Source: an optimization exercise on an open RTL-to-GDS flow (aim: small area and a short achievable clock period). Production flows keep margins and buffers that such runs may drop. RTL that was checked went through simulation tests only; none was proved equivalent to the original. For runs 2 to 4 and 6, only the layout was checked, not whether the RTL still works. Power is estimated from default activity; no workload was simulated.

**design.v**
```verilog
package peripheral_apb4_verilog_pkg;
  typedef enum logic [1:0] {
    StIdle,
    StWait,
    StResp
  } apb_state_e;
  localparam logic [15:0] LfsrSeed = 16'hACE1;
  localparam logic [15:0] LfsrTaps = 16'hB400;
endpackage
module soc_riscv_apb_wait_gen
#(
  parameter int unsigned WAIT_MODE   = 0,
  parameter int unsigned WAIT_STATES = 0
) (
  input  logic       clk_i,
  input  logic       rst_i,
  input  logic       load_i,
  input  logic       clear_i,
  output logic [3:0] n_o,
  output logic       done_o
);
  localparam logic [15:0] Modulus = 16'(WAIT_STATES + 1);
  logic [15:0] lfsr_q, lfsr_d;
  logic [3:0]  cnt_q, cnt_d;
  assign lfsr_d = {lfsr_q[14:0], ^(lfsr_q & peripheral_apb4_verilog_pkg::LfsrTaps)};
  assign n_o    = (WAIT_MODE == 1) ? 4'(lfsr_q % Modulus) : 4'(WAIT_STATES);
  assign done_o = (cnt_q == 4'd1);
  always_comb begin
    cnt_d = cnt_q;
    if (clear_i) begin
      cnt_d = '0;
    end else if (load_i) begin
      cnt_d = n_o;
    end else if (cnt_q != '0) begin
      cnt_d = cnt_q - 4'd1;
    end
  end
  always_ff @(posedge clk_i or posedge rst_i) begin
    if (rst_i) begin
      cnt_q  <= '0;
      lfsr_q <= peripheral_apb4_verilog_pkg::LfsrSeed;
    end else begin
      cnt_q <= cnt_d;
      if (load_i) lfsr_q <= lfsr_d;
    end
  end
endmodule
module soc_riscv_apb_slave_mem
#(
  parameter int unsigned PADDR_SIZE   = 10,
  parameter int unsigned PDATA_SIZE   = 8,
  parameter int unsigned MEM_DEPTH    = 256,
  parameter int unsigned WAIT_MODE    = 0,
  parameter int unsigned WAIT_STATES  = 0,
  parameter int unsigned SECURE_UPPER = 0
) (
  input  logic                    PCLK,
  input  logic                    PRESET,
  input  logic                    PSEL,
  input  logic                    PENABLE,
  input  logic [2:0]              PPROT,
  input  logic                    PWRITE,
  input  logic [PDATA_SIZE/8-1:0] PSTRB,
  input  logic [PADDR_SIZE-1:0]   PADDR,
  input  logic [PDATA_SIZE-1:0]   PWDATA,
  output logic [PDATA_SIZE-1:0]   PRDATA,
  output logic                    PREADY,
  output logic                    PSLVERR
);
  localparam int unsigned StrbW   = PDATA_SIZE / 8;
  localparam int unsigned AddrLsb = $clog2(StrbW);
  localparam int unsigned MemAw   = $clog2(MEM_DEPTH);
  peripheral_apb4_verilog_pkg::apb_state_e state_q, state_d;
  logic [PADDR_SIZE-1:0] idx_q;
  logic                  write_q, err_q;
  logic [StrbW-1:0]      strb_q;
  logic [PDATA_SIZE-1:0] wdata_q;
  logic                  ready_q, slverr_q;
  logic [PDATA_SIZE-1:0] rdata_q;
  logic [PDATA_SIZE-1:0] mem_q [MEM_DEPTH];
  logic [PADDR_SIZE-1:0] bus_idx, cur_idx;
  logic                  bus_err, cur_err, cur_write;
  logic [StrbW-1:0]      cur_strb;
  logic [PDATA_SIZE-1:0] cur_wdata;
  logic [MemAw-1:0]      mem_addr;
  logic                  accept, abort, go_resp, mem_we, wait_done;
  logic [3:0]            wait_n;
  logic                  unused_pprot;
  assign unused_pprot = ^{PPROT[2], PPROT[0]};
  assign bus_idx = PADDR >> AddrLsb;
  assign bus_err = (32'(bus_idx) >= MEM_DEPTH) ||
                   ((SECURE_UPPER != 0) && (32'(bus_idx) >= MEM_DEPTH / 2) && PPROT[1]);
  assign cur_idx   = (state_q == peripheral_apb4_verilog_pkg::StWait) ? idx_q   : bus_idx;
  assign cur_err   = (state_q == peripheral_apb4_verilog_pkg::StWait) ? err_q   : bus_err;
  assign cur_write = (state_q == peripheral_apb4_verilog_pkg::StWait) ? write_q : PWRITE;
  assign cur_strb  = (state_q == peripheral_apb4_verilog_pkg::StWait) ? strb_q  : PSTRB;
  assign cur_wdata = (state_q == peripheral_apb4_verilog_pkg::StWait) ? wdata_q : PWDATA;
  assign mem_addr  = cur_idx[MemAw-1:0];
  assign accept  = (state_q != peripheral_apb4_verilog_pkg::StWait) && PSEL && !PENABLE;
  assign abort   = (state_q == peripheral_apb4_verilog_pkg::StWait) && !PSEL;
  assign go_resp = (accept && (wait_n == 4'd0)) || ((state_q == peripheral_apb4_verilog_pkg::StWait) && PSEL && wait_done);
  assign mem_we  = go_resp && cur_write && !cur_err && !PRESET;
  soc_riscv_apb_wait_gen #(
    .WAIT_MODE  (WAIT_MODE),
    .WAIT_STATES(WAIT_STATES)
  ) u_wait_gen (
    .clk_i  (PCLK),
    .rst_i  (PRESET),
    .load_i (accept),
    .clear_i(abort),
    .n_o    (wait_n),
    .done_o (wait_done)
  );
  always_comb begin
    state_d = state_q;
    unique case (state_q)
      peripheral_apb4_verilog_pkg::StIdle, peripheral_apb4_verilog_pkg::StResp: begin
        if (accept) state_d = (wait_n == 4'd0) ? peripheral_apb4_verilog_pkg::StResp : peripheral_apb4_verilog_pkg::StWait;
        else        state_d = peripheral_apb4_verilog_pkg::StIdle;
      end
      peripheral_apb4_verilog_pkg::StWait: begin
        if (!PSEL)          state_d = peripheral_apb4_verilog_pkg::StIdle;
        else if (wait_done) state_d = peripheral_apb4_verilog_pkg::StResp;
      end
      default: state_d = peripheral_apb4_verilog_pkg::StIdle;
    endcase
  end
  always_ff @(posedge PCLK or posedge PRESET) begin
    if (PRESET) begin
      state_q <= peripheral_apb4_verilog_pkg::StIdle;
      idx_q   <= '0;
      write_q <= 1'b0;
      err_q   <= 1'b0;
      strb_q  <= '0;
      wdata_q <= '0;
    end else begin
      state_q <= state_d;
      if (accept) begin
        idx_q   <= bus_idx;
        write_q <= PWRITE;
        err_q   <= bus_err;
        strb_q  <= PSTRB;
        wdata_q <= PWDATA;
      end
    end
  end
  always_ff @(posedge PCLK or posedge PRESET) begin
    if (PRESET) begin
      ready_q  <= 1'b0;
      slverr_q <= 1'b0;
      rdata_q  <= '0;
    end else begin
      ready_q  <= go_resp;
      slverr_q <= go_resp && cur_err;
      if (go_resp && !cur_write) rdata_q <= cur_err ? '0 : mem_q[mem_addr];
    end
  end
  always_ff @(posedge PCLK) begin
    if (mem_we) begin
      for (int i = 0; i < int'(StrbW); i++) begin
        if (cur_strb[i]) mem_q[mem_addr][8*i +: 8] <= cur_wdata[8*i +: 8];
      end
    end
  end
  assign PREADY  = ready_q;
  assign PSLVERR = slverr_q;
  assign PRDATA  = rdata_q;
endmodule
module apb_slave_mem_top (
  input  logic        PCLK,
  input  logic        PRESET,
  input  logic        PSEL,
  input  logic        PENABLE,
  input  logic [2:0]  PPROT,
  input  logic        PWRITE,
  input  logic [1:0]  PSTRB,
  input  logic [9:0]  PADDR,
  input  logic [15:0] PWDATA,
  output logic [15:0] PRDATA,
  output logic        PREADY,
  output logic        PSLVERR
);
  soc_riscv_apb_slave_mem #(
    .PADDR_SIZE  (10),
    .PDATA_SIZE  (16),
    .MEM_DEPTH   (256),
    .WAIT_MODE   (0),
    .WAIT_STATES (3),
    .SECURE_UPPER(1)
  ) u_mem (
    .PCLK   (PCLK),
    .PRESET (PRESET),
    .PSEL   (PSEL),
    .PENABLE(PENABLE),
    .PPROT  (PPROT),
    .PWRITE (PWRITE),
    .PSTRB  (PSTRB),
    .PADDR  (PADDR),
    .PWDATA (PWDATA),
    .PRDATA (PRDATA),
    .PREADY (PREADY),
    .PSLVERR(PSLVERR)
  );
endmodule
```
**run.sh**
```bash
#!/bin/bash
# synth_recipe.tcl (not shown) runs the flow's synth.tcl, then flattens the netlist and writes it again
# the make line also repeats each setting of config.mk as NAME=value (left out here)
make -C /OpenROAD-flow-scripts/flow DESIGN_CONFIG=/design/flow/config.mk WORK_HOME=/design/flow/orfs CLKGATE_MAP_FILE= SYNTH_SCRIPT=/design/flow/synth_recipe.tcl finish
```
**config.mk**
```make
export PLATFORM = sky130hd
export DESIGN_NAME = apb_slave_mem_top
export DESIGN_NICKNAME = apb_slave_mem_top
export VERILOG_FILES = /design/flow/design.v
export SDC_FILE = /design/flow/constraint.sdc
export NUM_CORES = 4
export LEC_CHECK = 0
export CAP_MARGIN = 20
export CORE_MARGIN = 2
export CORE_UTILIZATION = 45
export SLEW_MARGIN = 20
```
**constraint.sdc**
```tcl
create_clock -name core_clock -period 5.0 [get_ports {PCLK}]
set_input_delay 1.0000 -clock core_clock [delete_from_list [all_inputs] [get_ports {PCLK}]]
set_output_delay 1.0000 -clock core_clock [all_outputs]
set_load 0.01 [all_outputs]
```
==> results of run 1 <==
## cell type report
cell class | instances | share of cell area
multi-input combinational | 4204 | 0.142
antenna | 7 | 0.0000991
tap | 4515 | 0.0320
clock buffer | 488 | 0.0591
sequential | 4148 | 0.703
inverter | 12 | 0.000262
timing repair buffer | 942 | 0.0493
clock inverter | 239 | 0.0139
## power groups by stage
stage	logic, mW	clock network [mW]	registers (mW)
after floorplan	5.03	0	41.1
after global placement	10.1	0	40.7
after detailed placement	10.3	0	40.8
after CTS	10.3	30.3	40.0
after global routing	10.9	31.6	40.0
final	10.4	30.0	40.0
## worst min-delay path: stages (launching register included)
cell	delay, ns
dfrtp_1	0.34
nand2_1	0.04
o21ai_0	0.06
## kinds of logic after synthesis
kind of cell	after synthesis	synth area share
AO/OA/AOI/OAI	3420	0.138
adder cells (fa/ha/maj)	3	0.000247
multiplexers	22	0.00165
flip-flops	4148	0.817
AND/OR/NAND/NOR	756	0.0207
XOR/XNOR	3	0.000173
buffers and inverters	710	0.0220
## metal layers
metal | vias up | share of wire | wire length, um
met5 | - | 0.000084 | 37
met4 | 6 | 0.042 | 18600
met3 | 812 | 0.088 | 38900
met2 | 4847 | 0.48 | 212000
met1 | 47200 | 0.39 | 173000
li1 | 38900 | - | -
## layout by cell type, fill, tap and decap left out, types with 13 or more instances in the layout
cell type,instances
nor2_1,518
bufinv_16,47
clkbuf_16,404
mux2_2,20
clkinv_1,91
buf_12,119
dfrtp_1,52
a21oi_1,68
a41oi_1,242
clkinv_2,71
nand3_1,18
nand3_2,16
a22oi_1,128
nor4_1,43
o41ai_1,19
buf_4,772
edfxtp_1,4096
o21ai_1,26
clkbuf_1,82
clkdlybuf4s50_1,50
o21ai_0,957
clkinvlp_4,13
nand2b_1,16
nand2_1,73
o22ai_1,1938
## registers in the layout, summed over array words and instances (netlist names)
| register | cells |
|---|---|
| u_mem.slverr_q | 1 |
| u_mem.rdata_q | 16 |
| u_mem.err_q | 1 |
| u_mem.wdata_q | 16 |
| u_mem.write_q | 1 |
| u_mem.idx_q | 8 |
| u_mem.mem_q | 4096 |
| u_mem.strb_q | 2 |
| u_mem.u_wait_gen.cnt_q | 4 |
| u_mem.ready_q | 1 |
| u_mem.state_q | 2 |
## how the worst max path moves through the flow
stage,startpoint,endpoint,slack [ns],cells past startpoint
detailed placement,PADDR[2],u_mem.rdata_q[12],-0.11,12
CTS,u_mem.state_q[1],u_mem.mem_q[71][7],0.49,9
global route,u_mem.state_q[1],u_mem.mem_q[72][6],0.25,9
floorplan,u_mem.state_q[1],u_mem.mem_q[0][10],-0.11,7
finish,u_mem.state_q[1],u_mem.rdata_q[12],0.49,12
global placement,PADDR[2],u_mem.rdata_q[10],-0.12,13
==> run notes, run 1 <==
CP required=5.83 ns; drt total wl=442,000 um; Max Slew Vio Count=0; CP Buf/Inv Count=4; final hold violation count=0; area of the multi-input gates=25,100 um^2; Final setup viols=0; clock share of power=0.373; global route overflow=0; worst-margin pin slew=1.13 ns; # rows=213; clock latency at the later pin of the worst-skew pair=0.94 ns; initial core utilization=0.452; Final ANT Viol Nets=0; Final nets=9,749; Seq/Total Area, Yosys=0.817; CTS sink count=4,148; hpwl dp=269,000 um; critical path endpoint category=register; global-route wire length before repair=628,000 um; CP Class=register to register; worst flop-to-flop path endpoint=u_mem.rdata_q[12]; Max Freq=0.222 GHz; Synth top area share=0.809; Longest Clk Path Bufs=4; vias in the first global route=88,900; Place WS=-0.109 ns; die width=585 um; Slowest Stage Delay on Critical Path=0.68 ns; largest net degree at the start of global routing=155; Peak supply drop=0.343 mV; Commonest cells post-synth=edfxtp_1 (4,096), o22ai_1 (1,938), o21ai_0 (958); routed via count=91,700; met3 GRT Util=0.0384; cell mode on critical path=buf_4; Layout area overhead=16.2%; DP Area=164,000 um^2; Power Dens Cells=456 nW/um^2; share of post-route cells with drive strength above 1=0.155; final instance area=177,000 um^2; CTS clk-pin slew, worst paths=0.06 ns; Switching Share=0.256; Synth Cell Area=152,000 um^2; FFs w/ async S/R, synth=0.0125; Reg2Reg Setup Slack=0.49 ns; top-count cell post-synth=edfxtp_1; port buffer count=50; hold depth=2; die area=343,000 um^2; CP delay by family, top=simple AND/OR/NAND/NOR gates; synthesis-stage register bit count=4,148; outcome=complete, no violations; Worst R2R Start=u_mem.state_q[1]; Post-synth EDFFs=4,096; filler instances=26,700; drt via density=6.30; Worst path slowest cell=or4_1; placer congestion estimate=0.854; cts bufs inserted=402; Setup WS post-layout=0.490 ns; crit path DAT=5.34 ns; Residual DRC=0; total power=80.5 mW; hold_buf cts=0; crit-path cells=nand2b_2 -> buf_4 -> nor3b_1 -> a31oi_2 -> buf_4 -> nand2b_1 -> buf_4 -> a41oi_1 -> or4_1 -> nor4_1 -> buf_4 -> a32o_1; sw power=20.6 mW; crit path launch type=register; total track usage=0.251; Final min period=4.51 ns; leading area contributor after synthesis=edfxtp_1; Post-Layout Cell Count=14,600; cts repair resizes=0; drt pass-1 iters=6; initial antenna violation count=14; DR WL/cell=30.4 um; HP Start=u_mem.err_q; Root Buffer=clkbuf_16; H-tree depth=5; Hold Slack=0.480 ns; Flop pwr share=0.497; IO Pins=54; DR iter-0 viols=12,000; die height=585 um; gr busiest metal=met2; clock skew=0.0425 ns; Rel. slew slack=0.245; DP Cell Count=13,800; Comb pwr share=0.130; Pleak=53.9 nW; register area=124,000 um^2; Yosys cell types=49; Mapped Cells=9,062; Hold Path End=u_mem.err_q; Yosys warnings=2; fin crit share=0.902; total negative slack=0 ns; worst hold path class=register to register; core area=337,000 um^2; Critical Path Fanout Max=19; Int Pwr=59.9 mW; CTS tree=yes; Setup Buffers After CTS=0; largest cells by area after synthesis=edfxtp_1 (81%), o22ai_1 (8.0%), o21ai_0 (3.2%); RSZ-0062 raised after global routing=false; global routing usage on met1=0.342; max-capacitance violation count=0; met2 GRT Util=0.410; dominant synthesized flop cell=edfxtp_1; syn_nets=9,101; post-layout util=0.525; r2r worst-path depth=12; syn avg cell area=16.8 um^2
==> run 2, diff against run 1 <==
==> design.v (replaced) <==
module apb_slave_mem_top (
  input  logic        PCLK,
  input  logic        PRESET,
  input  logic        PSEL,
  input  logic        PENABLE,
  input  logic [2:0]  PPROT,
  input  logic        PWRITE,
  input  logic [1:0]  PSTRB,
  input  logic [9:0]  PADDR,
  input  logic [15:0] PWDATA,
  output logic [15:0] PRDATA,
  output logic        PREADY,
  output logic        PSLVERR
);
  logic ph1_q, ph2_q, ph3_q;
  logic ready_q, slverr_q;
  logic busy, accept, go_resp;
  logic [7:0]  idx_q;
  logic        err_q, write_q;
  logic [1:0]  strb_q;
  logic [15:0] wdata_q;
  logic        wpend_q;
  logic [15:0] mem_q [256];
  logic [15:0] cand_q [4];
  logic [15:0] rdata_q;
  logic unused_pprot;
  assign unused_pprot = ^{PPROT[2], PPROT[0], PADDR[0]};
  assign busy    = ph1_q | ph2_q | ph3_q;
  assign accept  = !busy && PSEL && !PENABLE;
  assign go_resp = ph3_q && PSEL;
  always_ff @(posedge PCLK or posedge PRESET) begin
    if (PRESET) begin
      ph1_q    <= 1'b0;
      ph2_q    <= 1'b0;
      ph3_q    <= 1'b0;
      ready_q  <= 1'b0;
      slverr_q <= 1'b0;
    end else begin
      ph1_q    <= accept;
      ph2_q    <= ph1_q && PSEL;
      ph3_q    <= ph2_q && PSEL;
      ready_q  <= go_resp;
      slverr_q <= go_resp && err_q;
    end
  end
  always_ff @(posedge PCLK) begin
    if (!busy) begin
      idx_q   <= PADDR[8:1];
      err_q   <= PADDR[9] || (PADDR[8] && PPROT[1]);
      write_q <= PWRITE;
      strb_q  <= PSTRB;
      wdata_q <= PWDATA;
    end
  end
  always_ff @(posedge PCLK) begin
    wpend_q <= go_resp && write_q && !err_q;
  end
  always_ff @(posedge PCLK) begin
    if (wpend_q) begin
      if (strb_q[0]) mem_q[idx_q][7:0]  <= wdata_q[7:0];
      if (strb_q[1]) mem_q[idx_q][15:8] <= wdata_q[15:8];
    end
  end
  always_ff @(posedge PCLK) begin
    for (int c = 0; c < 4; c++) begin
      cand_q[c] <= mem_q[{c[1:0], idx_q[5:0]}];
    end
  end
  always_ff @(posedge PCLK) begin
    rdata_q <= err_q ? 16'h0000 : cand_q[idx_q[7:6]];
  end
  assign PREADY  = ready_q;
  assign PSLVERR = slverr_q;
  assign PRDATA  = rdata_q;
endmodule
==> run 2 against run 1 <==
Clock power rose by 2%. First-iteration DRC count shrank 27%. Largest power group unchanged. Clock skew up 0.016 ns. Wire length down 13%. Total power fell by 6.3%. Sequential cell count increased by 62. Critical path type unchanged.
==> run notes, run 2 <==
CTS sink count=4,210 (+1.5%); vias in the first global route=76,200 (-14%); global route overflow=0 (unchanged); max FFs per register=4,096 (unchanged); H-tree depth=5 (unchanged); CP Class=register to register; Max Freq=0.254 GHz (+15%); crit path launch type=register; Post-Layout Cell Count=12,500 (-14%); IO Pins=54 (unchanged); crit path from=idx_q[2]; Final ANT Viol Nets=0 (unchanged); clock skew=0.0583 ns (+0.0158 ns); Yosys cell types=25 (-49%); DP Cell Count=11,700 (-15%); RSZ-0062 raised after global routing=false; DR iter-0 viols=8,771 (-27%); commonest non-fill, non-tap cells in the layout=edfxtp_1 (4,124), mux4_2 (1,040), nor2_1 (513); syn_nets=7,190 (-21%); cts repair resizes=0 (unchanged); Root Buffer=clkbuf_16; Synth top area share=0.779 (-0.0298); global-route wire length before repair=551,000 um (-12%); Final setup viols=0 (unchanged); largest net degree at the start of global routing=229 (+48%); leading area contributor after synthesis=edfxtp_1; Peak supply drop=0.267 mV (-22%); r2r worst-path depth=4 (-8); share of post-route cells with drive strength above 1=0.249 (+0.0940); dominant synthesized flop cell=edfxtp_1; Place WS=1.10 ns (+1.21 ns); outcome=complete, no violations; post-layout util=0.510 (-0.0152); FFs w/ async S/R, synth=0.00119 (-0.0113); Post-synth EDFFs=4,124 (+0.68%); initial core utilization=0.452 (about the same); Synth Cell Area=159,000 um^2 (+4.5%); Final min period=3.93 ns (-0.575 ns); worst hold path class=input pin to asynchronous set/reset pin; commonest non-fill, non-tap cell in the layout=edfxtp_1; die width=598 um (+2.2%); crit path DAT=4.47 ns (-0.87 ns); Rel. slew slack=0.153 (-0.0918); Setup Buffers After CTS=0 (unchanged); Power Dens Cells=420 nW/um^2 (-7.7%); die height=598 um (+2.2%); worst-margin pin slew=1.27 ns (+0.138 ns); Seq/Total Area, Yosys=0.790 (-0.0273); drt pass-1 iters=5 (-1); final hold violation count=0 (unchanged); Max Slew Vio Count=0 (unchanged); Critical Path Fanout Max=36 (+17); clock latency at the later pin of the worst-skew pair=0.95 ns (about the same); Yosys warnings=2 (unchanged); Longest Clk Path Bufs=4 (unchanged); critical path endpoint category=register; CTS clk-pin slew, worst paths=0.06 ns (about the same); Mapped Cells=7,154 (-21%); Critical Path Sink=mem_q[254][0]; Pleak=54.8 nW (+1.5%); port buffer count=50 (unchanged); routed via count=74,300 (-19%); Final nets=7,445 (-24%); Layout area overhead=12.9%; die area=358,000 um^2 (+4.5%); total track usage=0.213 (-0.0384); Residual DRC=0 (unchanged); max-capacitance violation count=0 (unchanged); Commonest cells post-synth=edfxtp_1 (4,124), mux4_2 (1,040), nor2_1 (515); initial antenna violation count=26 (+12); top-count cell post-synth=edfxtp_1; hold_buf cts=0 (unchanged); placer congestion estimate=0.798 (-6.6%); drt via density=5.95 (-5.5%); worst flop-to-flop path endpoint=mem_q[254][0]; CP required=5.53 ns (-0.30 ns); Setup WS post-layout=1.07 ns (+0.575 ns); # rows=218 (+2.3%); syn avg cell area=22.2 um^2 (+32%); hpwl dp=217,000 um (-19%); Worst R2R Start=idx_q[2]; Reg2Reg Setup Slack=1.07 ns (+0.57 ns); largest cells by area after synthesis=edfxtp_1 (78%), mux4_2 (15%), a22oi_1 (2.4%); cts bufs inserted=410 (+2.0%); drt total wl=384,000 um (-13%); filler instances=27,400 (+2.5%); DR WL/cell=30.7 um (+1.1%); fin crit share=0.787 (-0.115); core area=352,000 um^2 (+4.6%); Largest regs=mem_q x4096, cand_q x64; synthesis-stage register bit count=4,210 (+1.5%); total negative slack=0 ns (unchanged); CTS tree=yes; largest register by flop count=mem_q
[run 2: cell types whose count changed in the layout (fill, tap and decap cells not counted), moves of 68 or more]
| cell | delta |
|---|---|
| a21oi_1 | +188 |
| a22oi_1 | +384 |
| a41oi_1 | -242 |
| buf_12 | -68 |
| buf_4 | -569 |
| dfxtp_1 | +81 |
| mux4_2 | +1040 |
| o21ai_0 | -957 |
| o22ai_1 | -1938 |
[run 2: kinds of logic (layout without fill, tap and decap cells)]
| group | count (synthesis) | in the layout | share of synthesized area |
|---|---|---|---|
| compound gates | 769 | 769 | 0.0323 |
| flops | 4210 | 4210 | 0.790 |
| simple gates | 669 | 669 | 0.0182 |
| other cells | 0 | 4 | 0 |
| buf+inv | 466 | 1055 | 0.0124 |
| mux | 1040 | 1040 | 0.147 |
[run 2: worst max-delay path, cell delays in order (launching register included)]
cell and delay, ns:
edfxtp_1 0.74, and2_4 0.82, nand2_4 0.72, buf_4 0.49, nor2_1 0.71
[run 2: metrics by stage]
stage	cell area [um^2]	hold WS (ns)	power (mW)
floorplan	159000	0.454	43.5
global placement	166000	0.476	45.6
detailed placement	166000	0.478	45.7
CTS	179000	0.191	76.0
global route	180000	0.238	77.6
finish	180000	0.266	75.5
[run 2: per-layer routing]
metal | wire length (um) | GRT usage | vias to the layer above
li1 | - | - | 30800
met1 | 157000 | 0.301 | 40200
met2 | 188000 | 0.343 | 2792
met3 | 27900 | 0.0377 | 497
met4 | 10500 | 0.0608 | 4
met5 | 27 | 0 | -
[run 2: area by class of cell]
| type | count | area, um^2 | share of cell area |
|---|---|---|---|
| sequential | 4210 | 126000 | 0.700 |
| clock buffer | 522 | 11000 | 0.0614 |
| antenna | 4 | 10.0 | 0.0000558 |
| multi-input combinational | 2478 | 31700 | 0.176 |
| clock inverter | 224 | 2200 | 0.0122 |
| inverter | 1 | 3.75 | 0.0000209 |
| tap | 4730 | 5920 | 0.0330 |
| timing repair buffer | 308 | 3120 | 0.0174 |
[run 2: how the worst min path moves through the flow]
stage | from | to | slack (ns) | cells after the start
finish | PRESET | ph1_q | 0.27 | 2
global route | PRESET | ph1_q | 0.24 | 2
CTS | PRESET | ph1_q | 0.19 | 2
detailed placement | write_q | wpend_q | 0.48 | 1
global placement | write_q | wpend_q | 0.48 | 1
floorplan | write_q | wpend_q | 0.45 | 1
[run 2: power by group]
part | switching [mW] | internal, mW | total [mW] | leakage (nW)
Sequential | 0.354 | 39.3 | 39.7 | 37.8
Clock | 13.0 | 17.5 | 30.5 | 6.48
Combinational | 3.37 | 1.90 | 5.27 | 10.4
Total | 16.7 | 58.7 | 75.5 | 54.8
==> run 3, diff against run 2 <==
==> design.v (replaced) <==
module apb_slave_mem_top (
  input  logic        PCLK,
  input  logic        PRESET,
  input  logic        PSEL,
  input  logic        PENABLE,
  input  logic [2:0]  PPROT,
  input  logic        PWRITE,
  input  logic [1:0]  PSTRB,
  input  logic [9:0]  PADDR,
  input  logic [15:0] PWDATA,
  output logic [15:0] PRDATA,
  output logic        PREADY,
  output logic        PSLVERR
);
  logic ph1_q, ph2_q, ph3_q;
  logic ready_q, slverr_q;
  logic busy, accept, go_resp, bus_err;
  logic [15:0] lo_q, hi_q;    
  logic        err_q, write_q;
  logic [1:0]  strb_q;
  logic [15:0] wdata_q;
  logic [1:0]  wbe_q;
  logic [15:0] mem_q [256];
  logic [15:0] rword, rdata_q;
  logic unused_pprot;
  assign unused_pprot = ^{PPROT[2], PPROT[0], PADDR[0]};
  assign busy    = ph1_q | ph2_q | ph3_q;
  assign accept  = !busy && PSEL && !PENABLE;
  assign go_resp = ph3_q && PSEL;
  assign bus_err = PADDR[9] || (PADDR[8] && PPROT[1]);
  always_ff @(posedge PCLK or posedge PRESET) begin
    if (PRESET) begin
      ph1_q    <= 1'b0;
      ph2_q    <= 1'b0;
      ph3_q    <= 1'b0;
      ready_q  <= 1'b0;
      slverr_q <= 1'b0;
    end else begin
      ph1_q    <= accept;
      ph2_q    <= ph1_q && PSEL;
      ph3_q    <= ph2_q && PSEL;
      ready_q  <= go_resp;
      slverr_q <= go_resp && err_q;
    end
  end
  always_ff @(posedge PCLK) begin
    if (!busy) begin
      for (int i = 0; i < 16; i++) begin
        lo_q[i] <= (PADDR[4:1] == 4'(i));
        hi_q[i] <= (PADDR[8:5] == 4'(i)) && !bus_err;
      end
      err_q   <= bus_err;
      write_q <= PWRITE;
      strb_q  <= PSTRB;
      wdata_q <= PWDATA;
    end
  end
  always_ff @(posedge PCLK) begin
    wbe_q <= (go_resp && write_q) ? strb_q : 2'b00;
  end
  always_ff @(posedge PCLK) begin
    for (int w = 0; w < 256; w++) begin
      if (lo_q[w % 16] && hi_q[w / 16]) begin
        if (wbe_q[0]) mem_q[w][7:0]  <= wdata_q[7:0];
        if (wbe_q[1]) mem_q[w][15:8] <= wdata_q[15:8];
      end
    end
  end
  always_comb begin
    rword = '0;
    for (int w = 0; w < 256; w++) begin
      rword = rword | (mem_q[w] & {16{lo_q[w % 16] && hi_q[w / 16]}});
    end
  end
  always_ff @(posedge PCLK) begin
    rdata_q <= rword;
  end
  assign PREADY  = ready_q;
  assign PSLVERR = slverr_q;
  assign PRDATA  = rdata_q;
endmodule
==> run 3 against run 2 <==
Setup slack worse by 0.032 ns. Area after synthesis fell by 2.9%. Final area down 2.8%.
==> run notes, run 3 <==
# rows=215 (-1.4%); Synth top area share=0.807 (+0.0278); Mapped Cells=8,578 (+20%); CTS sink count=4,171 (-0.93%); routed via count=88,200 (+19%); filler instances=27,300 (-0.53%); CP delay by family, top=simple AND/OR/NAND/NOR gates; Critical Path Fanout Max=10 (-72%); H-tree depth=5 (unchanged); top-count cell post-synth=edfxtp_1; fin crit share=0.793 (+0.00648); largest cells by area after synthesis=edfxtp_1 (81%), a22o_1 (3.2%), a22oi_1 (2.9%); worst-margin pin slew=1.26 ns (-0.00594 ns); initial core utilization=0.451 (about the same); synthesis-stage register bit count=4,171 (-0.93%); Longest Clk Path Bufs=4 (unchanged); gr busiest metal=met2; RSZ-0062 raised after global routing=false; crit path launch type=register; met2 GRT Util=0.404 (+0.0611); commonest non-fill, non-tap cell in the layout=edfxtp_1; global routing usage on met1=0.347 (+0.0465); drt total wl=452,000 um (+18%); Final min period=3.97 ns (+0.0324 ns); placer congestion estimate=0.916 (+15%); die width=590 um (-1.4%); Final ANT Viol Nets=0 (unchanged); port buffer count=50 (unchanged); Root Buffer=clkbuf_16; clock latency at the later pin of the worst-skew pair=1.00 ns (+0.05 ns); Layout area overhead=13.0% (about the same); cell mode on critical path=nor4_1; largest register by flop count=mem_q; core area=342,000 um^2 (-2.8%); total negative slack=0 ns (unchanged); crit-path cells=buf_4 -> a222oi_1 -> nor2_1 -> nor4_1 -> nand2_1 -> nor4_1 -> nand4_1; drt via density=6.52 (+9.5%); worst hold path class=input pin to asynchronous set/reset pin; DR WL/cell=33.4 um (+8.7%); clock skew=0.108 ns (+0.0495 ns); CP required=5.81 ns (+0.28 ns); Final nets=8,649 (+16%); Post-synth EDFFs=4,148 (+0.58%); Slowest Stage Delay on Critical Path=1.00 ns (+0.18 ns); largest net degree at the start of global routing=179 (-22%); Final setup viols=0 (unchanged); final hold violation count=0 (unchanged); max-capacitance violation count=0 (unchanged); outcome=complete, no violations; die area=348,000 um^2 (-2.9%); total track usage=0.254 (+0.0405); DP Area=161,000 um^2 (-3.1%); global route overflow=0 (unchanged); Peak supply drop=0.309 mV (+16%); Max Freq=0.252 GHz (-0.82%); leading area contributor after synthesis=edfxtp_1; DP Cell Count=12,800 (+8.7%); Post-Layout Cell Count=13,500 (+8.5%); CTS clk-pin slew, worst paths=0.06 ns (about the same); crit path DAT=4.77 ns (+0.30 ns); die height=590 um (-1.4%); Seq/Total Area, Yosys=0.810 (+0.0199); Worst path slowest cell=nor4_1; vias in the first global route=85,300 (+12%); IO Pins=54 (unchanged); critical path endpoint category=register; global-route wire length before repair=634,000 um (+15%); commonest non-fill, non-tap cells in the layout=edfxtp_1 (4,148), a22oi_1 (604), a22o_1 (558); syn_nets=8,614 (+20%); cts bufs inserted=416 (+1.5%); CP Buf/Inv Count=1 (unchanged); hold_buf cts=0 (unchanged); Rel. slew slack=0.149 (-0.00381); Commonest cells post-synth=edfxtp_1 (4,148), clkbuf_1 (638), a22oi_1 (604); Setup Buffers After CTS=0 (unchanged); initial antenna violation count=40 (+54%); cts repair resizes=0 (unchanged); DR iter-0 viols=14,200 (+62%); Residual DRC=0 (unchanged); Pleak=55.9 nW (+2.1%); max FFs per register=4,096 (unchanged); CTS tree=yes; Yosys cell types=42 (+68%); final instance area=175,000 um^2 (-2.8%); met3 GRT Util=0.0501 (+0.0124); share of post-route cells with drive strength above 1=0.105 (-0.144); syn avg cell area=18.0 um^2 (-19%); total power=75.8 mW (+0.46%); Synth Cell Area=154,000 um^2 (-2.9%); Power Dens Cells=434 nW/um^2 (+3.3%); hpwl dp=287,000 um (+32%); CP Class=register to register; dominant synthesized flop cell=edfxtp_1; drt pass-1 iters=13 (+8); Yosys warnings=2 (unchanged); Max Slew Vio Count=0 (unchanged); Hold Slack=0.227 ns (-0.0387 ns); FFs w/ async S/R, synth=0.00120 (+0.0000111)
==> run 3: layer usage <==
layer  part of all wire  vias to the layer above  routed length (um)
met5            0.00030                        -                 137
met4              0.041                       12               18500
met3               0.10                      785               46500
met2               0.47                     5108              212000
met1               0.39                    45800              175000
li1                   -                    36500                   -
==> run 3: worst paths after layout <==
| path | slack [ns] | depth (start not counted) | from | to |
|---|---|---|---|---|
| worst max-delay path | 1.03 | 7 | hi_q[9] | rdata_q[8] |
| worst min-delay path | 0.23 | 2 | PRESET | ph3_q |
| worst max register to register | 1.03 | 7 | hi_q[9] | rdata_q[8] |
| worst min register to register | 0.47 | 1 | strb_q[0] | wbe_q[0] |
| max in group asynchronous | 4.60 | 2 | PRESET | slverr_q |
| min in group core_clock | 0.47 | 1 | strb_q[0] | wbe_q[0] |
==> run 3: cells by family (layout without fill, tap and decap cells) <==
kind of cell | Yosys count | count (layout) | synth area share
AOI/OAI and AO/OA | 2088 | 2088 | 0.113
DFF | 4171 | 4171 | 0.810
and+or+nand+nor | 1539 | 1539 | 0.0573
other | 0 | 14 | 0
buffers and inverters | 780 | 1165 | 0.0198
==> run 3: per-stage QoR <==
stage | util | setup WS, ns
after floorplan | - | 0.465
after global placement | 0.471 | 1.16
after detailed placement | 0.471 | 1.22
after CTS | 0.510 | 1.20
after global routing | 0.510 | 1.14
final | 0.510 | 1.03
==> run 3: worst reg2reg max path, stage by stage, from the launching register on <==
cell,delay (ns)
edfxtp_1,0.87
buf_4,0.38
a222oi_1,0.34
nor2_1,0.11
nor4_1,0.72
nand2_1,0.19
nor4_1,1.00
nand4_1,0.21
==> run 3: area by class of cell <==
cell class,instances,area (um^2),share of cell area
Clock buffer,509,10900,0.0624
Antenna cell,14,35.0,0.000201
Clock inverter,259,2520,0.0144
Tap cell,4557,5700,0.0327
Timing Repair Buffer,385,3840,0.0220
Sequential cell,4171,125000,0.717
Multi-Input combinational cell,3627,26400,0.151
Inverter,12,45.0,0.000258
==> run 3: power by group <==
| group | total [mW] | internal (mW) | leakage, nW | switching, mW |
|---|---|---|---|---|
| clock | 30.9 | 17.7 | 6.57 | 13.1 |
| sequential | 39.1 | 38.9 | 37.6 | 0.175 |
| combinational | 5.84 | 1.45 | 11.8 | 4.39 |
==> run 4, diff against run 3 <==
--- a/design.v
+++ b/design.v
@@ -15,13 +15,20 @@
   logic ph1_q, ph2_q, ph3_q;
   logic ready_q, slverr_q;
   logic busy, accept, go_resp, bus_err;
-  logic [15:0] lo_q, hi_q;    
+  logic [7:0]  idx_q;
   logic        err_q, write_q;
   logic [1:0]  strb_q;
   logic [15:0] wdata_q;
-  logic [1:0]  wbe_q;
-  logic [15:0] mem_q [256];
-  logic [15:0] rword, rdata_q;
+  logic        wpend_q;
+  logic [7:0]  widx_q;
+  logic [1:0]  wstrb_q;
+  logic [15:0] wdat_q;
+  logic [1:0]  rot_q;
+  logic [15:0] s0_q [64], s1_q [64], s2_q [64], s3_q [64];
+  logic [7:0]  cur_idx;
+  logic        cur_err, rd_hit;
+  logic [15:0] rd_word, rdata_q;
+  logic        wr_fire;
   logic unused_pprot;
   assign unused_pprot = ^{PPROT[2], PPROT[0], PADDR[0]};
   assign busy    = ph1_q | ph2_q | ph3_q;
@@ -45,10 +52,7 @@
   end
   always_ff @(posedge PCLK) begin
     if (!busy) begin
-      for (int i = 0; i < 16; i++) begin
-        lo_q[i] <= (PADDR[4:1] == 4'(i));
-        hi_q[i] <= (PADDR[8:5] == 4'(i)) && !bus_err;
-      end
+      idx_q   <= PADDR[8:1];
       err_q   <= bus_err;
       write_q <= PWRITE;
       strb_q  <= PSTRB;
@@ -56,24 +60,46 @@
     end
   end
   always_ff @(posedge PCLK) begin
-    wbe_q <= (go_resp && write_q) ? strb_q : 2'b00;
+    rot_q <= rot_q + 2'd1;
+  end
+  assign wr_fire = wpend_q && (rot_q + 2'd1 == widx_q[1:0]);
+  always_ff @(posedge PCLK) begin
+    if (go_resp && write_q && !err_q) begin
+      wpend_q <= 1'b1;
+    end else if (wr_fire) begin
+      wpend_q <= 1'b0;
+    end
   end
   always_ff @(posedge PCLK) begin
-    for (int w = 0; w < 256; w++) begin
-      if (lo_q[w % 16] && hi_q[w / 16]) begin
-        if (wbe_q[0]) mem_q[w][7:0]  <= wdata_q[7:0];
-        if (wbe_q[1]) mem_q[w][15:8] <= wdata_q[15:8];
+    if (go_resp) begin
+      widx_q  <= idx_q;
+      wstrb_q <= strb_q;
+      wdat_q  <= wdata_q;
+    end
+  end
+  always_ff @(posedge PCLK) begin
+    for (int r = 0; r < 64; r++) begin
+      s3_q[r] <= s0_q[r];
+      s2_q[r] <= s3_q[r];
+      s1_q[r] <= s2_q[r];
+      s0_q[r] <= s1_q[r];
+      if (wr_fire && widx_q[7:2] == 6'(r)) begin
+        if (wstrb_q[0]) s0_q[r][7:0]  <= wdat_q[7:0];
+        if (wstrb_q[1]) s0_q[r][15:8] <= wdat_q[15:8];
       end
     end
   end
+  assign cur_idx = busy ? idx_q : PADDR[8:1];
+  assign cur_err = busy ? err_q : bus_err;
+  assign rd_hit  = (rot_q == cur_idx[1:0]);
   always_comb begin
-    rword = '0;
-    for (int w = 0; w < 256; w++) begin
-      rword = rword | (mem_q[w] & {16{lo_q[w % 16] && hi_q[w / 16]}});
+    rd_word = '0;
+    for (int r = 0; r < 64; r++) begin
+      rd_word = rd_word | (s0_q[r] & {16{cur_idx[7:2] == 6'(r)}});
     end
   end
   always_ff @(posedge PCLK) begin
-    rdata_q <= rword;
+    if (rd_hit) rdata_q <= cur_err ? 16'h0000 : rd_word;
   end
   assign PREADY  = ready_q;
   assign PSLVERR = slverr_q;
--- a/config.mk
+++ b/config.mk
@@ -7,5 +7,8 @@
 export LEC_CHECK = 0
 export CAP_MARGIN = 20
 export CORE_MARGIN = 2
-export CORE_UTILIZATION = 45
+export CORE_UTILIZATION = 50
+export CTS_CLUSTER_DIAMETER = 80
+export CTS_CLUSTER_SIZE = 30
+export SETUP_SLACK_MARGIN = 2.7
 export SLEW_MARGIN = 20
==> run 4 against run 3 <==
Critical path type unchanged. Hold slack better by 0.054 ns. Utilization is 10 points higher. Global-route usage is 7.9 points higher. Total power is 33% lower. Clock skew is 0.068 ns lower. Non-clock buffer count is 470 higher. Synthesized cell count is 18% lower.
==> run notes, run 4 <==
die width=467 um (-21%); top-count cell post-synth=dfxtp_1; drt total wl=371,000 um (-18%); met3 GRT Util=0.0566 (+0.00645); Max Slew Vio Count=0 (unchanged); hold_buf cts=0 (unchanged); Pleak=51.3 nW (-8.3%); RSZ-0062 raised after global routing=true; H-tree depth=4 (-1); die height=467 um (-21%); share of post-route cells with drive strength above 1=0.319 (+0.214); total power=51.0 mW (-33%); global-route wire length before repair=495,000 um (-22%); Final ANT Viol Nets=0 (unchanged); port buffer count=50 (unchanged); syn avg cell area=15.3 um^2 (-15%); met2 GRT Util=0.502 (+0.0976); final instance area=130,000 um^2 (-26%); CTS clk-pin slew, worst paths=0.11 ns (+0.05 ns); Rel. slew slack=0.176 (+0.0267); Final setup viols=0 (unchanged); largest net degree at the start of global routing=65 (-64%); crit path launch type=register; crit path DAT=4.22 ns (-0.55 ns); Max Freq=0.278 GHz (+10%); Yosys warnings=5 (+3); commonest non-fill, non-tap cell in the layout=dfxtp_1; Hold Slack=0.281 ns (+0.0536 ns); CP required=5.63 ns (-0.18 ns); worst-margin pin slew=1.24 ns (-0.0284 ns); Residual DRC=0 (unchanged); Post-synth EDFFs=61 (-99%); Final min period=3.59 ns (-0.375 ns); outcome=complete, no violations; Peak supply drop=0.393 mV (+27%); Seq/Total Area, Yosys=0.787 (-0.0228); Root Buffer=clkbuf_16; routed via count=60,200 (-32%); Synth Cell Area=107,000 um^2 (-31%); global routing usage on met1=0.452 (+0.105); post-layout util=0.611 (+0.101); DP Area=115,000 um^2 (-29%); final hold violation count=0 (unchanged); critical path endpoint category=register; Synth top area share=0.769 (-0.0379); CTS tree=yes; core area=212,000 um^2 (-38%); initial core utilization=0.504 (+0.0527); die area=218,000 um^2 (-37%); drt pass-1 iters=6 (-7); Longest Clk Path Bufs=3 (-1); FFs w/ async S/R, synth=0.00120 (about the same); DR WL/cell=34.9 um (+4.4%); CP Class=register to register; cts bufs inserted=163 (-61%); clock skew=0.0403 ns (-0.0675 ns); Commonest cells post-synth=dfxtp_1 (4,108), mux2_2 (1,029), a22oi_1 (298); placer congestion estimate=1.01 (+11%); hpwl dp=254,000 um (-11%); Critical Path Fanout Max=6 (-4); synthesis-stage register bit count=4,174 (+0.072%); vias in the first global route=58,500 (-31%); DR iter-0 viols=7,224 (-49%); commonest non-fill, non-tap cells in the layout=dfxtp_1 (4,101), mux2_4 (784), buf_4 (433); IO Pins=54 (unchanged); fin crit share=0.719 (-0.0750); clock latency at the later pin of the worst-skew pair=0.91 ns (-0.09 ns); largest cells by area after synthesis=dfxtp_1 (77%), mux2_2 (11%), a22oi_1 (2.1%); CTS sink count=4,174 (+0.072%); global route overflow=0 (unchanged); dominant synthesized flop cell=dfxtp_1; drt via density=5.66 (-13%); Layout area overhead=21.3%; syn_nets=7,046 (-18%); total negative slack=0 ns (unchanged); initial antenna violation count=32 (-20%); worst hold path class=input pin to asynchronous set/reset pin; gr busiest metal=met2; # rows=169 (-21%); total track usage=0.332 (+0.0786); Final nets=7,779 (-10%); leading area contributor after synthesis=dfxtp_1; Yosys cell types=74 (+76%); Mapped Cells=7,010 (-18%); max-capacitance violation count=0 (unchanged); Power Dens Cells=393 nW/um^2 (-9.5%)
==> run 4: cell count changes in the layout (fill, tap and decap cells not counted), moves of 154 or more <==
| cell | delta |
|---|---|
| edfxtp_1 | -4087 |
| dfxtp_1 | +4085 |
| mux2_4 | +784 |
| and3_1 | -510 |
| a22o_1 | -508 |
| a221oi_1 | -363 |
| a22oi_1 | -321 |
| clkbuf_16 | -252 |
| mux2_2 | +249 |
| nand3_1 | -236 |
| buf_6 | +168 |
| buf_4 | +166 |
| a222oi_1 | -154 |
==> run 4: layout make-up <==
type / count / area, um^2
flip-flops and latches: 4174 / 84200
fillers: 15900 / 82500
multi-input cells: 2540 / 27500
repair buffers: 855 / 9640
clock buffers: 191 / 4340
well taps: 2821 / 3530
clock inverters: 31 / 412
inverters: 8 / 46.3
diodes: 10 / 25.0
repair inverters: 1 / 11.3
==> run 4: cells by family after synthesis <==
family	share of synthesized area
compound gates	0.0496
xor+xnor	0.000246
simple gates	0.0424
buf+inv	0.0117
mux	0.109
flops	0.787
==> run 4: final timing paths <==
kind / startpoint / end / slack (ns) / cells after the start
worst max register to register: ph2_q / rdata_q[1] / 1.41 / 12
max in group asynchronous: PRESET / ph1_q / 4.54 / 2
worst max-delay path: ph2_q / rdata_q[1] / 1.41 / 12
min in group core_clock: s3_q[52][11] / s2_q[52][11] / 0.30 / 0
worst min register to register: s3_q[52][11] / s2_q[52][11] / 0.30 / 0
worst min-delay path: PRESET / ready_q / 0.28 / 2
==> run 4: per-stage QoR <==
step                instances  worst slack, ns
floorplan                7010             1.85
global placement        10100          -0.0616
detailed placement      10100           0.0356
CTS                     10600             1.41
global route            10600             1.40
finish                  10600             1.41
==> run 4: power breakdown <==
part / total, mW / switching (mW) / internal, mW / leakage [nW]
Combinational: 1.12 / 0.732 / 0.383 / 15.2
Clock: 16.4 / 9.98 / 6.46 / 2.31
Sequential: 33.5 / 0.0813 / 33.4 / 33.7
Total: 51.0 / 10.8 / 40.2 / 51.3
==> run 4: critical path: stages, from the launching register on <==
cell and delay [ns]:
dfrtp_1 0.41, or3_4 0.45, buf_12 0.17, inv_16 0.08, buf_4 0.11, buf_6 0.11
nor3_2 0.12, buf_6 0.19, or2_4 0.29, a222oi_1 0.84, buf_4 0.23, and4_1 0.20
a31oi_1 0.10
==> run 4: routing by layer <==
layer,up-vias,share of wire
met5,-,0.00012
met2,2863,0.43
met3,754,0.076
met1,30800,0.42
li1,25800,-
met4,8,0.069
==> run 4: what timing repair did <==
| action | 4_1_cts | 5_1_grt |
|---|---|---|
| setup endpoints to repair | 1074 | 1074 |
| cloned | 9 | 1 |
| resized for setup | 1170 | 559 |
| setup buffers | 283 | 42 |
| pin swaps | 183 | 137 |
==> run 5, diff against run 4 <==
==> design.v (replaced) <==
module apb_slave_mem_top (
  input  logic        PCLK,
  input  logic        PRESET,
  input  logic        PSEL,
  input  logic        PENABLE,
  input  logic [2:0]  PPROT,
  input  logic        PWRITE,
  input  logic [1:0]  PSTRB,
  input  logic [9:0]  PADDR,
  input  logic [15:0] PWDATA,
  output logic [15:0] PRDATA,
  output logic        PREADY,
  output logic        PSLVERR
);
  logic ph1_q, ph2_q, ph3_q, busy_q;
  logic ready_q, slverr_q;
  logic accept, go_resp, bus_err;
  logic [7:0] bus_ra, bus_rb;
  logic [7:0]  ra_q, rb_q;    
  logic [1:0]  slot_q;
  logic        err_q, write_q;
  logic [1:0]  strb_q;
  logic [15:0] wdata_q;
  logic        wpend_q;
  logic [7:0]  wra_q, wrb_q;
  logic [1:0]  wslot_q, wstrb_q;
  logic [15:0] wdat_q;
  logic        wr_fire;
  logic [1:0]  rot_q;
  logic [15:0] s0_q [64], s1_q [64], s2_q [64], s3_q [64];
  logic [7:0]  cur_ra, cur_rb;
  logic [1:0]  cur_slot;
  logic        rd_hit;
  logic [15:0] rd_word, rdata_q;
  logic unused_pprot;
  assign unused_pprot = ^{PPROT[2], PPROT[0], PADDR[0]};
  assign accept  = !busy_q && PSEL && !PENABLE;
  assign go_resp = ph3_q && PSEL;
  assign bus_err = PADDR[9] || (PADDR[8] && PPROT[1]);
  always_comb begin
    for (int i = 0; i < 8; i++) begin
      bus_ra[i] = (PADDR[5:3] == 3'(i));
      bus_rb[i] = (PADDR[8:6] == 3'(i)) && !bus_err;
    end
  end
  always_ff @(posedge PCLK or posedge PRESET) begin
    if (PRESET) begin
      ph1_q    <= 1'b0;
      ph2_q    <= 1'b0;
      ph3_q    <= 1'b0;
      busy_q   <= 1'b0;
      ready_q  <= 1'b0;
      slverr_q <= 1'b0;
    end else begin
      ph1_q    <= accept;
      ph2_q    <= ph1_q && PSEL;
      ph3_q    <= ph2_q && PSEL;
      busy_q   <= accept || ((ph1_q || ph2_q) && PSEL);
      ready_q  <= go_resp;
      slverr_q <= go_resp && err_q;
    end
  end
  always_ff @(posedge PCLK) begin
    if (!busy_q) begin
      ra_q    <= bus_ra;
      rb_q    <= bus_rb;
      slot_q  <= PADDR[2:1];
      err_q   <= bus_err;
      write_q <= PWRITE;
      strb_q  <= PSTRB;
      wdata_q <= PWDATA;
    end
  end
  always_ff @(posedge PCLK) begin
    rot_q <= rot_q + 2'd1;
  end
  assign wr_fire = wpend_q && (rot_q + 2'd1 == wslot_q);
  always_ff @(posedge PCLK) begin
    if (go_resp && write_q && !err_q) begin
      wpend_q <= 1'b1;
    end else if (wr_fire) begin
      wpend_q <= 1'b0;
    end
  end
  always_ff @(posedge PCLK) begin
    if (go_resp) begin
      wra_q   <= ra_q;
      wrb_q   <= rb_q;
      wslot_q <= slot_q;
      wstrb_q <= strb_q;
      wdat_q  <= wdata_q;
    end
  end
  always_ff @(posedge PCLK) begin
    for (int r = 0; r < 64; r++) begin
      s3_q[r] <= s0_q[r];
      s2_q[r] <= s3_q[r];
      s1_q[r] <= s2_q[r];
      s0_q[r] <= s1_q[r];
      if (wr_fire && wra_q[r % 8] && wrb_q[r / 8]) begin
        if (wstrb_q[0]) s0_q[r][7:0]  <= wdat_q[7:0];
        if (wstrb_q[1]) s0_q[r][15:8] <= wdat_q[15:8];
      end
    end
  end
  assign cur_ra   = busy_q ? ra_q : bus_ra;
  assign cur_rb   = busy_q ? rb_q : bus_rb;
  assign cur_slot = busy_q ? slot_q : PADDR[2:1];
  assign rd_hit   = (rot_q == cur_slot);
  always_comb begin
    rd_word = '0;
    for (int r = 0; r < 64; r++) begin
      rd_word = rd_word | (s0_q[r] & {16{cur_ra[r % 8] && cur_rb[r / 8]}});
    end
  end
  always_ff @(posedge PCLK) begin
    if (rd_hit) rdata_q <= rd_word;
  end
  assign PREADY  = ready_q;
  assign PSLVERR = slverr_q;
  assign PRDATA  = rdata_q;
endmodule
==> run 5 against run 4 <==
Still clean on timing, DRC and antenna. Utilization decreased by 4.7 points. Non-clock buffer count decreased by 457. Area after synthesis decreased by 2.5%. Final area decreased by 9.9%. Critical path depth decreased by 1. Synthesized cell count decreased by 7.9%. Sequential share of layout area increased by 7.6 points. Cell count decreased by 9.3%. Register-to-register slack improved by 0.27 ns. Maximum frequency increased by 7.7%. Critical path type is now input pin to register.
==> run notes, run 5 <==
Synth top area share=0.790 (+0.0217); RSZ-0062 raised after global routing=true; worst-margin pin slew=1.13 ns (-0.107 ns); FFs w/ async S/R, synth=0.00143 (+0.000232); hpwl dp=158,000 um (-38%); Max Slew Vio Count=0 (unchanged); # rows=167 (-1.2%); register area=84,700 um^2 (+0.62%); drt total wl=240,000 um (-35%); Worst R2R Start=busy_q; Seq/Total Area, Yosys=0.813 (+0.0256); global-route wire length before repair=349,000 um (-29%); Worst path slowest cell=or4_1; CP Buf/Inv Count=4 (-2); Yosys warnings=5 (unchanged); core area=207,000 um^2 (-2.4%); critical path endpoint category=register; largest net degree at the start of global routing=65 (unchanged); largest cells by area after synthesis=dfxtp_1 (79%), mux2_2 (11%), edfxtp_1 (2.1%); gr busiest metal=met2; DP Cell Count=9,320 (-7.4%); Mapped Cells=6,458 (-7.9%); global routing usage on met1=0.333 (-0.119); Longest Clk Path Bufs=3 (unchanged); CTS sink count=4,195 (+0.50%); DR WL/cell=24.9 um (-28%); Post-Layout Cell Count=9,646 (-9.3%); synthesis-stage register bit count=4,195 (+0.50%); CTS clk-pin slew, worst paths=0.11 ns (about the same); filler instances=16,400 (+3.1%); worst hold path class=register to register; Max Freq=0.300 GHz (+7.7%); Final setup viols=0 (unchanged); dominant synthesized flop cell=dfxtp_1; Layout area overhead=12.1%; Slowest Stage Delay on Critical Path=0.55 ns (-0.29 ns); Residual DRC=0 (unchanged); Final min period=3.34 ns (-0.257 ns); Commonest cells post-synth=dfxtp_1 (4,117), mux2_2 (1,026), a22oi_1 (194); Yosys cell types=66 (-11%); crit path from=PADDR[5]; CP required=5.61 ns (-0.02 ns); cell mode on critical path=a22o_4; CP Class=input pin to register; post-layout util=0.564 (-0.0470); fin crit share=0.667 (-0.0514); Final nets=6,822 (-12%); placer congestion estimate=0.834 (-18%); met3 GRT Util=0.0269 (-0.0297); routed via count=48,800 (-19%); initial antenna violation count=15 (-53%); final hold violation count=0 (unchanged); syn avg cell area=16.1 um^2 (+5.8%); top-count cell post-synth=dfxtp_1; Critical Path Fanout Max=8 (+2); die area=212,000 um^2 (-2.5%); H-tree depth=4 (unchanged); Pleak=48.2 nW (-6.1%); Post-synth EDFFs=72 (+18%); vias in the first global route=49,600 (-15%); Rel. slew slack=0.247 (+0.0711); initial core utilization=0.503 (-0.000864); syn_nets=6,494 (-7.8%); max-capacitance violation count=0 (unchanged); CP delay by family, top=simple AND/OR/NAND/NOR gates; clock latency at the later pin of the worst-skew pair=0.86 ns (-0.05 ns); Root Buffer=clkbuf_16; area of the multi-input gates=20,300 um^2 (-26%); leading area contributor after synthesis=dfxtp_1; CTS tree=yes; global route overflow=0 (unchanged); Power Dens Cells=430 nW/um^2 (+9.4%); total negative slack=0 ns (unchanged); Synth Cell Area=104,000 um^2 (-2.5%); commonest non-fill, non-tap cells in the layout=dfxtp_1 (4,116), mux2_2 (1,023), buf_4 (287); clock skew=0.0462 ns (+0.00588 ns); drt pass-1 iters=8 (+2); Peak supply drop=0.371 mV (-5.5%); crit path DAT=3.95 ns (-0.27 ns); crit-path cells=clkdlybuf4s50_1 -> buf_8 -> nor4b_2 -> a22o_4 -> buf_12 -> a22o_4 -> a221oi_2 -> buf_4 -> and4_4 -> nand4_1 -> or4_1; die height=461 um (-1.3%); share of post-route cells with drive strength above 1=0.277 (-0.0419); crit path launch type=input pin; drt via density=5.06 (-11%); commonest non-fill, non-tap cell in the layout=dfxtp_1; met2 GRT Util=0.352 (-0.150); total track usage=0.225 (-0.107); DR iter-0 viols=3,701 (-49%); cts bufs inserted=161 (-1.2%); die width=461 um (-1.3%); IO Pins=54 (unchanged); port buffer count=50 (unchanged); HP Start=s2_q[62][1]; outcome=complete, no violations; Final ANT Viol Nets=0 (unchanged)
-- run 5: path summary, 6_finish.rpt --
path	end	cells past startpoint	slack (ns)
worst max-delay path	rdata_q[3]	11	1.66
worst min-delay path	s1_q[62][1]	0	0.29
worst max register to register	rdata_q[3]	10	1.68
worst min register to register	s1_q[62][1]	0	0.29
max in group asynchronous	busy_q	2	3.78
min in group asynchronous	busy_q	2	0.62
-- run 5: layer usage --
metal  up-vias  share of wire
li1      22800              -
met3       287          0.037
met2       944           0.45
met1     24800           0.49
met5         -              0
met4         0          0.025
-- run 5: what timing repair did --
action,CTS,global route
gates cloned,1,1
gates resized for setup,425,164
pin swaps,48,24
endpoints found under the setup margin,1070,969
hold buffers,0,0
buffers inserted,74,15
-- run 5: through the flow --
step                worst slack, ns  hold WS [ns]  power (mW)  cell area [um^2]
global route                   1.57         0.311        51.8            117000
floorplan                      1.80         0.310        34.6            104000
finish                         1.66         0.294        50.3            117000
CTS                            1.71         0.293        50.6            116000
global placement              0.375         0.310        34.9            109000
detailed placement            0.306         0.312        34.9            109000
-- run 5: cell type report --
type	count	area share
Antenna cell	19	0.000407
Clock buffer	193	0.0365
Clock inverter	23	0.00294
Inverter	23	0.000931
Multi-Input combinational cell	2007	0.174
Sequential cell	4195	0.725
Tap cell	2788	0.0298
Timing Repair Buffer	398	0.0308
-- run 5: power breakdown --
part	total, mW	switching (mW)	leakage (nW)	internal, mW
clock network	16.0	9.74	2.25	6.31
logic	0.501	0.325	11.9	0.176
registers	33.7	0.0794	34.0	33.6
-- run 5: cells by family (layout without fill, tap and decap cells) --
| kind of cell | after synthesis | in the layout | synth area share |
|---|---|---|---|
| buffers and inverters | 256 | 637 | 0.0108 |
| AO/OA/AOI/OAI | 570 | 570 | 0.0453 |
| XOR/XNOR | 3 | 3 | 0.000252 |
| flip-flops | 4195 | 4195 | 0.813 |
| AND/OR/NAND/NOR | 406 | 406 | 0.0201 |
| multiplexers | 1028 | 1028 | 0.111 |
| other | 0 | 19 | 0 |
==> run 6, diff against run 5 <==
==> design.v (replaced) <==
module apb_slave_mem_top (
  input  logic        PCLK,
  input  logic        PRESET,
  input  logic        PSEL,
  input  logic        PENABLE,
  input  logic [2:0]  PPROT,
  input  logic        PWRITE,
  input  logic [1:0]  PSTRB,
  input  logic [9:0]  PADDR,
  input  logic [15:0] PWDATA,
  output logic [15:0] PRDATA,
  output logic        PREADY,
  output logic        PSLVERR
);
  logic ph1_q, ph2_q, ph3_q, busy_q;
  logic ready_q, slverr_q;
  logic accept, go_resp, bus_err;
  logic [7:0] bus_ra, bus_rb;
  logic        wpend_q, wpend_d, wfire_q, wfire_d;
  logic [1:0]  wslot_q, wslot_d;
  logic [7:0]  wra_q, wra_d, wfa_q, wrb0_q, wrb1_q;
  logic [15:0] wdat_q;
  logic [1:0]  rot_q;
  logic [15:0] s0_q [64], s1_q [64], s2_q [64], s3_q [64];
  logic        rd_hit;
  logic [15:0] rd_word, rhold_q, rdata_q;
  logic unused_pprot;
  assign unused_pprot = ^{PPROT[2], PPROT[0], PADDR[0]};
  assign accept  = !busy_q && PSEL && !PENABLE;
  assign go_resp = ph3_q && PSEL;
  assign bus_err = PADDR[9] || (PADDR[8] && PPROT[1]);
  always_comb begin
    for (int i = 0; i < 8; i++) begin
      bus_ra[i] = (PADDR[5:3] == 3'(i));
      bus_rb[i] = (PADDR[8:6] == 3'(i)) && !bus_err;
    end
  end
  always_ff @(posedge PCLK or posedge PRESET) begin
    if (PRESET) begin
      ph1_q    <= 1'b0;
      ph2_q    <= 1'b0;
      ph3_q    <= 1'b0;
      busy_q   <= 1'b0;
      ready_q  <= 1'b0;
      slverr_q <= 1'b0;
    end else begin
      ph1_q    <= accept;
      ph2_q    <= ph1_q && PSEL;
      ph3_q    <= ph2_q && PSEL;
      busy_q   <= accept || ((ph1_q || ph2_q) && PSEL);
      ready_q  <= go_resp;
      slverr_q <= go_resp && bus_err;
    end
  end
  always_ff @(posedge PCLK) begin
    rot_q <= rot_q + 2'd1;
  end
  assign wpend_d = (go_resp && PWRITE && !bus_err) || (wpend_q && !wfire_q);
  assign wslot_d = go_resp ? PADDR[2:1] : wslot_q;
  assign wra_d   = go_resp ? bus_ra : wra_q;
  assign wfire_d = wpend_d && (rot_q + 2'd2 == wslot_d);
  always_ff @(posedge PCLK) begin
    wpend_q <= wpend_d;
    wfire_q <= wfire_d;
    wslot_q <= wslot_d;
    wra_q   <= wra_d;
    wfa_q   <= wra_d & {8{wfire_d}};
  end
  always_ff @(posedge PCLK) begin
    if (go_resp) begin
      wrb0_q <= bus_rb & {8{PSTRB[0]}};
      wrb1_q <= bus_rb & {8{PSTRB[1]}};
      wdat_q <= PWDATA;
    end
  end
  always_ff @(posedge PCLK) begin
    for (int r = 0; r < 64; r++) begin
      s3_q[r] <= s0_q[r];
      s2_q[r] <= s3_q[r];
      s1_q[r] <= s2_q[r];
      s0_q[r] <= s1_q[r];
      if (wfa_q[r % 8] && wrb0_q[r / 8]) s0_q[r][7:0]  <= wdat_q[7:0];
      if (wfa_q[r % 8] && wrb1_q[r / 8]) s0_q[r][15:8] <= wdat_q[15:8];
    end
  end
  assign rd_hit = (rot_q == PADDR[2:1]);
  always_comb begin
    rd_word = '0;
    for (int r = 0; r < 64; r++) begin
      rd_word = rd_word | (s0_q[r] & {16{bus_ra[r % 8] && bus_rb[r / 8]}});
    end
  end
  always_ff @(posedge PCLK) begin
    if (rd_hit) rhold_q <= rd_word;
  end
  always_ff @(posedge PCLK) begin
    rdata_q <= rd_hit ? rd_word : rhold_q;
  end
  assign PREADY  = ready_q;
  assign PSLVERR = slverr_q;
  assign PRDATA  = rdata_q;
endmodule
--- a/config.mk
+++ b/config.mk
@@ -10,5 +10,5 @@
 export CORE_UTILIZATION = 50
 export CTS_CLUSTER_DIAMETER = 80
 export CTS_CLUSTER_SIZE = 30
-export SETUP_SLACK_MARGIN = 2.7
+export SETUP_SLACK_MARGIN = 2.5
 export SLEW_MARGIN = 20
==> run 6 against run 5 <==
First-iteration DRC count grew 28%. Maximum frequency grew 20%. Clock power is essentially flat. Via count grew 6.5%. Critical path depth is the same. Critical path type unchanged.
==> run notes, run 6 <==
outcome=complete, no violations; Peak supply drop=0.375 mV (+1.1%); fin crit share=0.554 (-0.113); cell mode on critical path=buf_4; global route overflow=0 (unchanged); clock skew=0.0442 ns (-0.00194 ns); crit-path cells=buf_16 -> buf_12 -> or3b_4 -> buf_4 -> nor2_2 -> buf_4 -> a22o_1 -> nor3_2 -> buf_4 -> nand4_1 -> or4_1; CTS clk-pin slew, worst paths=0.11 ns (about the same); max-capacitance violation count=0 (unchanged); crit path launch type=input pin; die area=213,000 um^2 (+0.60%); DR iter-0 viols=4,719 (+28%); Slowest Stage Delay on Critical Path=0.59 ns (+0.04 ns); Yosys cell types=69 (+4.5%); Mapped Cells=6,701 (+3.8%); drt via density=5.26 (+3.8%); total negative slack=0 ns (unchanged); Power Dens Cells=424 nW/um^2 (-1.4%); Final nets=7,077 (+3.7%); leading area contributor after synthesis=dfxtp_1; Residual DRC=0 (unchanged); Layout area overhead=12.6%; Pleak=47.6 nW (-1.2%); hold_buf cts=0 (unchanged); drt pass-1 iters=8 (unchanged); largest net degree at the start of global routing=65 (unchanged); worst hold path class=register to register; CP Class=input pin to register; drt total wl=285,000 um (+18%); CP Buf/Inv Count=5 (+1); Max Freq=0.361 GHz (+20%); synthesis-stage register bit count=4,172 (-0.55%); commonest non-fill, non-tap cell in the layout=dfxtp_1; # rows=168 (+0.60%); crit path DAT=3.39 ns (-0.56 ns); global-route wire length before repair=393,000 um (+13%); dominant synthesized flop cell=dfxtp_1; core area=209,000 um^2 (+0.90%); total track usage=0.262 (+0.0362); filler instances=16,400 (-0.28%); Final min period=2.77 ns (-0.564 ns); Yosys warnings=5 (unchanged); CP delay by family, top=simple AND/OR/NAND/NOR gates; routed via count=52,000 (+6.5%); DR WL/cell=28.8 um (+15%); worst-margin pin slew=1.20 ns (+0.0671 ns); CTS tree=yes; Rel. slew slack=0.200 (-0.0468); share of post-route cells with drive strength above 1=0.270 (-0.00744); hpwl dp=182,000 um (+15%); Post-synth EDFFs=48 (-33%); vias in the first global route=51,000 (+3.0%); cts bufs inserted=160 (-0.62%); CP required=5.62 ns (about the same); initial antenna violation count=12 (-3); top-count cell post-synth=dfxtp_1; syn_nets=6,737 (+3.7%); critical path endpoint category=register; Commonest cells post-synth=dfxtp_1 (4,118), mux2_2 (1,058), nand2_1 (225); largest cells by area after synthesis=dfxtp_1 (79%), mux2_2 (11%), a22oi_1 (1.5%); DP Area=110,000 um^2 (+0.56%); final instance area=118,000 um^2 (+0.99%); Critical Path Fanout Max=7 (-1); die height=462 um (+0.30%); Final setup viols=0 (unchanged); IO Pins=54 (unchanged); Final ANT Viol Nets=0 (unchanged); Max Slew Vio Count=0 (unchanged); Root Buffer=clkbuf_16; die width=462 um (+0.30%); FFs w/ async S/R, synth=0.00144 (+0.00000789); clock latency at the later pin of the worst-skew pair=0.87 ns (about the same); initial core utilization=0.502 (-0.00151); Hold Slack=0.303 ns (+0.00855 ns); syn avg cell area=15.7 um^2 (-3.0%); RSZ-0062 raised after global routing=true; Synth Cell Area=105,000 um^2 (+0.60%); port buffer count=50 (unchanged); H-tree depth=4 (unchanged); placer congestion estimate=0.869 (+4.2%); Longest Clk Path Bufs=3 (unchanged); Reg2Reg Setup Slack=2.48 ns (+0.80 ns); Worst path slowest cell=or4_1; commonest non-fill, non-tap cells in the layout=dfxtp_1 (4,115), mux2_2 (1,056), buf_4 (281); Synth top area share=0.786 (-0.00453); final hold violation count=0 (unchanged); CTS sink count=4,172 (-0.55%); Seq/Total Area, Yosys=0.801 (-0.0115)
[run 6: changes by cell type in the layout (fill, tap and decap cells not counted), sizes merged, moves of 34 or more]
| cell | before | now |
|---|---|---|
| a22o | 123 | 54 |
| a221oi | 78 | 18 |
| a222oi | 55 | 19 |
| nor3 | 1 | 74 |
| buf | 366 | 402 |
| nand2 | 191 | 225 |
| mux2i | 2 | 86 |
[run 6: worst paths after layout]
check	cells past startpoint	endpoint	from
setup / recovery	11	rhold_q[9]	PADDR[5]
hold / removal	0	s1_q[16][10]	s2_q[16][10]
setup reg to reg	5	rhold_q[1]	s0_q[22][1]
hold reg to reg	0	s1_q[16][10]	s2_q[16][10]
max in group asynchronous	2	ph3_q	PRESET
min in group asynchronous	2	ready_q	PRESET
[run 6: final cells by class]
| type | count | area (um^2) | area share |
|---|---|---|---|
| clock buffers | 192 | 4270 | 0.0362 |
| diodes | 5 | 12.5 | 0.000106 |
| inverters | 9 | 37.5 | 0.000318 |
| clock inverters | 16 | 201 | 0.00171 |
| well taps | 2805 | 3510 | 0.0297 |
| multi-input cells | 2260 | 21400 | 0.181 |
| flip-flops and latches | 4172 | 84000 | 0.712 |
| repair buffers | 438 | 4630 | 0.0392 |
[run 6: per-stage QoR]
step / std cells / util / total power [mW] / setup slack (ns)
2_1_floorplan: 6701 / - / 34.3 / 1.96
3_3_place_gp: 9517 / 0.526 / 34.6 / -0.00420
3_5_place_dp: 9517 / 0.526 / 34.7 / -0.0472
4_1_cts: 9839 / 0.559 / 50.1 / 2.32
5_1_grt: 9893 / 0.565 / 51.4 / 2.30
6_report: 9897 / 0.565 / 50.0 / 2.23
[run 6: layer usage]
| layer | GRT usage | share of wire | wire (um) |
|---|---|---|---|
| met2 | 0.410 | 0.45 | 128000 |
| met3 | 0.0356 | 0.056 | 15900 |
| met5 | 0 | 0.00019 | 54 |
| met4 | 0.0753 | 0.031 | 8940 |
| met1 | 0.378 | 0.46 | 132000 |
[run 6: timing repair]
item                                    4_1_cts  5_1_grt
gates resized for setup                     377      118
cloned                                       12        7
buffers inserted                            102       46
endpoints found under the setup margin       34       32
pin swaps                                    50       65
[run 6: kinds of logic (layout without fill, tap and decap cells)]
group / Yosys count / count (layout) / share of synthesized area
other cells: 0 / 5 / 0
simple gates: 610 / 612 / 0.0297
xor+xnor: 5 / 5 / 0.000418
buf+inv: 271 / 655 / 0.0107
mux: 1144 / 1144 / 0.122
flops: 4172 / 4172 / 0.801
compound gates: 499 / 499 / 0.0365
[run 6: where the power goes]
| part | switching (mW) | internal [mW] |
|---|---|---|
| logic | 0.480 | 0.302 |
| registers | 0.0299 | 33.3 |
| clock network | 9.71 | 6.18 |
| total | 10.2 | 39.8 |

[port drivers added, routing unchanged]
No port has a modelled driver above. Below, the same layouts with a new extraction and two added sets of constraints.
Step 1, drivers: a clkbuf_16 drives PCLK and a buf_2 each remaining input, both assumed.
Step 2 also shifts input and output timing later by t, the mid clock arrival at the registers, as if the neighbouring blocks saw the same clock.
a / b / c = no drivers / after step 1 / after step 2; a / b = the first two.
run	shift t [ns]	setup WS [ns]	worst setup path after step 2	worst slew at a driven data input, ns	pins driven straight from the clock port
run 1	1.034	0.490 / 0.490 / -0.283	input to register	0.11	1
run 2	1.018	1.065 / 1.065 / 1.065	register to register	0.06	1
run 3	1.048	1.033 / 1.033 / 1.033	register to register	0.14	1
run 4	0.964	1.407 / 1.407 / 0.523	input to register	0.05	1
run 5	0.923	1.665 / 1.676 / 0.774	input to register	0.19	1
run 6	0.937	2.229 / 2.090 / 1.153	input to register	0.36	1
With both steps, setup timing fails in run 1, where it was met with ideal ports. For run 6, which loses most, drivers alone change the setup slack by -0.139 ns; drivers and shift together by -1.076 ns.
